What follows belongs to an exercise in optimizing a design on an open flow for small area, a short achievable clock period and few clock cycles; a production flow would make more cautious choices. Only simulation tests tie the RTL to the original design; equivalence was not proved.

## the previous run
## seq_calculator
module seq_calculator #(
  parameter int NB = 48
) (
  input  logic          clk,
  input  logic          rst,
  input  logic          start,
  input  logic [2:0]    operand,
  input  logic [NB-1:0] a,
  input  logic [NB-1:0] b,
  output logic          busy,
  output logic          done,
  output logic [NB-1:0] result,
  output logic          err_div0,
  output logic          err_op
);
  localparam logic [2:0] OP_ADD = 3'd0;
  localparam logic [2:0] OP_SUB = 3'd1;
  localparam logic [2:0] OP_MUL = 3'd2;
  localparam logic [2:0] OP_DIV = 3'd3;
  localparam logic [2:0] OP_POW = 3'd4;
  localparam int R  = 2;              
  localparam int DW = NB + R - 1;     
  localparam int LW = $clog2(NB + 1);
  localparam int GW = $clog2(NB / R + 1);
  localparam logic [NB-1:0] ONE = NB'(1);
  logic          busy_reg;
  logic          done_reg;
  logic          pow_reg;     
  logic [NB-1:0] oa_reg;      
  logic [NB-1:0] ob_reg;      
  logic          cin_reg;     
  logic [NB-1:0] x_reg;       
  logic [DW-1:0] d_reg;       
  logic [LW-1:0] idx_reg;     
  logic          mstep_reg;   
  logic [GW-1:0] cnt_reg;     
  logic          neg_reg;     
  logic          e0_reg;
  logic          eo_reg;
  wire accept = start && !busy_reg;
  logic [NB:0] sum_x;
  logic [NB-1:0] sum;
  assign sum_x = {oa_reg, 1'b1} + {ob_reg, cin_reg};
  assign sum   = sum_x[NB:1];
  function automatic logic [LW-1:0] bitlen(input logic [NB-1:0] v);
    bitlen = '0;
    for (int i = 0; i < NB; i++)
      if (v[i]) bitlen = i + 1;
  endfunction
  function automatic logic [LW-1:0] maglen(input logic [NB-1:0] v);
    logic [NB-1:0] x;
    x = v ^ {NB{v[NB-1]}};
    maglen = bitlen(x) + LW'(v[NB-1] && (((x >> 1) & ~x) == '0));
  endfunction
  logic [NB-1:0] a_mag, b_mag;
  assign a_mag = a[NB-1] ? -a : a;
  assign b_mag = b[NB-1] ? -b : b;
  logic [LW-1:0] la, lb, kdiff, kshift;
  logic [GW-1:0] kgrp;
  logic          q_zero;
  logic [DW-1:0] d_aligned;
  ...
For scale: about 7700 cells after synthesis, about 150 I/O pins.
Settings: LEC_CHECK=0, ABC_AREA=1, CAP_MARGIN=20, CORE_MARGIN=2, CORE_UTILIZATION=45, SETUP_SLACK_MARGIN=4, SLEW_MARGIN=20; clock period 12.0 ns.
run.sh (not shown) runs the stock make flow with config.mk's settings and CLKGATE_MAP_FILE= SYNTH_SCRIPT=/design/flow/synth_recipe.tcl, a recipe that flattens the netlist after the stock synthesis.
Testbench counts of the previous run, summed over its fixed seeds: cycles 12,191.
Inputs modified between the previous run and the current run:
--- a/flow/design.v
+++ b/flow/design.v
@@ -1932,47 +1932,47 @@
   wire tx539 = pp20_7 ^ pp21_5;
   wire tx540 = pp22_3 ^ pp23_1;
   wire tx541 = tx529 ^ tx530;
   wire tx542 = tx531 ^ tx532;
   wire tx543 = tx533 ^ tx534;
   wire tx544 = tx535 ^ tx536;
   wire tx545 = tx537 ^ tx538;
   wire tx546 = tx539 ^ tx540;
   wire tx547 = tx541 ^ tx542;
   wire tx548 = tx543 ^ tx544;
   wire tx549 = tx545 ^ tx546;
   wire tx550 = tx547 ^ tx548;
-  wire tx551 = tx549 ^ tx550;
+  wire tx551 = tx550 ^ tx549;
   wire tx552 = fc30 ^ fc31;
   wire tx553 = fc32 ^ fc33;
   wire tx554 = fc34 ^ hc35;
   wire tx555 = fc138 ^ fc139;
-  wire tx556 = tx552 ^ tx553;
-  wire tx557 = tx554 ^ tx555;
-  wire tx558 = tx556 ^ tx557;
-  wire tx559 = fc140 ^ fc141;
-  wire tx560 = fc142 ^ fc143;
-  wire tx561 = fc252 ^ tx558;
-  wire tx562 = tx559 ^ tx560;
-  wire tx563 = tx561 ^ tx562;
-  wire tx564 = fc253 ^ fc254;
-  wire tx565 = fc255 ^ tx563;
-  wire tx566 = tx564 ^ tx565;
-  wire tx567 = tx566 ^ fc358;
-  wire tx568 = fc359 ^ fc360;
-  wire tx569 = tx567 ^ tx568;
-  wire tx570 = tx569 ^ fc439;
-  wire tx571 = fc440 ^ tx570;
-  wire tx572 = tx571 ^ fc483;
-  wire tx573 = tx572 ^ fc528;
+  wire tx556 = fc140 ^ fc141;
+  wire tx557 = fc142 ^ fc143;
+  wire tx558 = fc252 ^ fc253;
+  wire tx559 = fc254 ^ fc255;
+  wire tx560 = fc358 ^ fc359;
+  wire tx561 = fc360 ^ fc439;
+  wire tx562 = fc440 ^ fc483;
+  wire tx563 = tx552 ^ tx553;
+  wire tx564 = tx554 ^ tx555;
+  wire tx565 = tx556 ^ tx557;
+  wire tx566 = tx558 ^ tx559;
+  wire tx567 = tx560 ^ tx561;
+  wire tx568 = tx562 ^ fc528;
+  wire tx569 = tx563 ^ tx564;
+  wire tx570 = tx565 ^ tx566;
+  wire tx571 = tx567 ^ tx568;
+  wire tx572 = tx569 ^ tx570;
+  wire tx573 = tx572 ^ tx571;
   assign s[0] = pp0_0;
   assign c[0] = bneg0;
   assign s[1] = pp0_1;
   assign c[1] = 1'b0;
   assign s[2] = bneg1;
   assign c[2] = hs484;
   assign s[3] = hc484;
   assign c[3] = hs485;
   assign s[4] = hc485;
   assign c[4] = fs486;
   assign s[5] = fc486;
   assign c[5] = fs487;
### Flow results
- Fraction of area in multi-input gates for the current run is higher than for the previous run.
- The current run vs the previous run: met1 usage down in the current run
- A worst setup path startpoint of b[24] is what the previous run shows, while oa_reg[8] belongs to the current run.
- When the current run is set beside the previous run, its utilization after layout turns out to be 0.32 points smaller.
Testbench counts of the current run, summed over its fixed seeds: cycles 12,191.

## re-timing with driven ports
How much do the figures lean on ideal ports? The routed layouts below were timed once more, with nothing changed but the port constraints.
Step 1 assumes that a clkbuf_16 drives the clock port and a buf_2 every other input.
Step 2 times the ports against the registers' clock, not the clock port: input delays grow and output delays shrink by t, the midpoint of the rising clock arrivals with the driver on.
Three values: ideal ports, drivers, drivers and shift; two values: the first two.
run | t (ns) | setup slack, ns | latest minus earliest clock arrival (ns) | worst register clock-pin slew, ns | pins driven straight from the clock port
the previous run | 0.694 | 4.034 / 4.062 / 3.372 | 0.036 / 0.036 | 0.07 / 0.07 | 1
the current run | 0.716 | 3.826 / 3.826 / 3.223 | 0.017 / 0.016 | 0.07 / 0.07 | 1
After both steps setup and hold are still met in every run listed. For the previous run, which loses most, drivers alone change the setup slack by +0.028 ns; drivers and shift together by -0.662 ns.
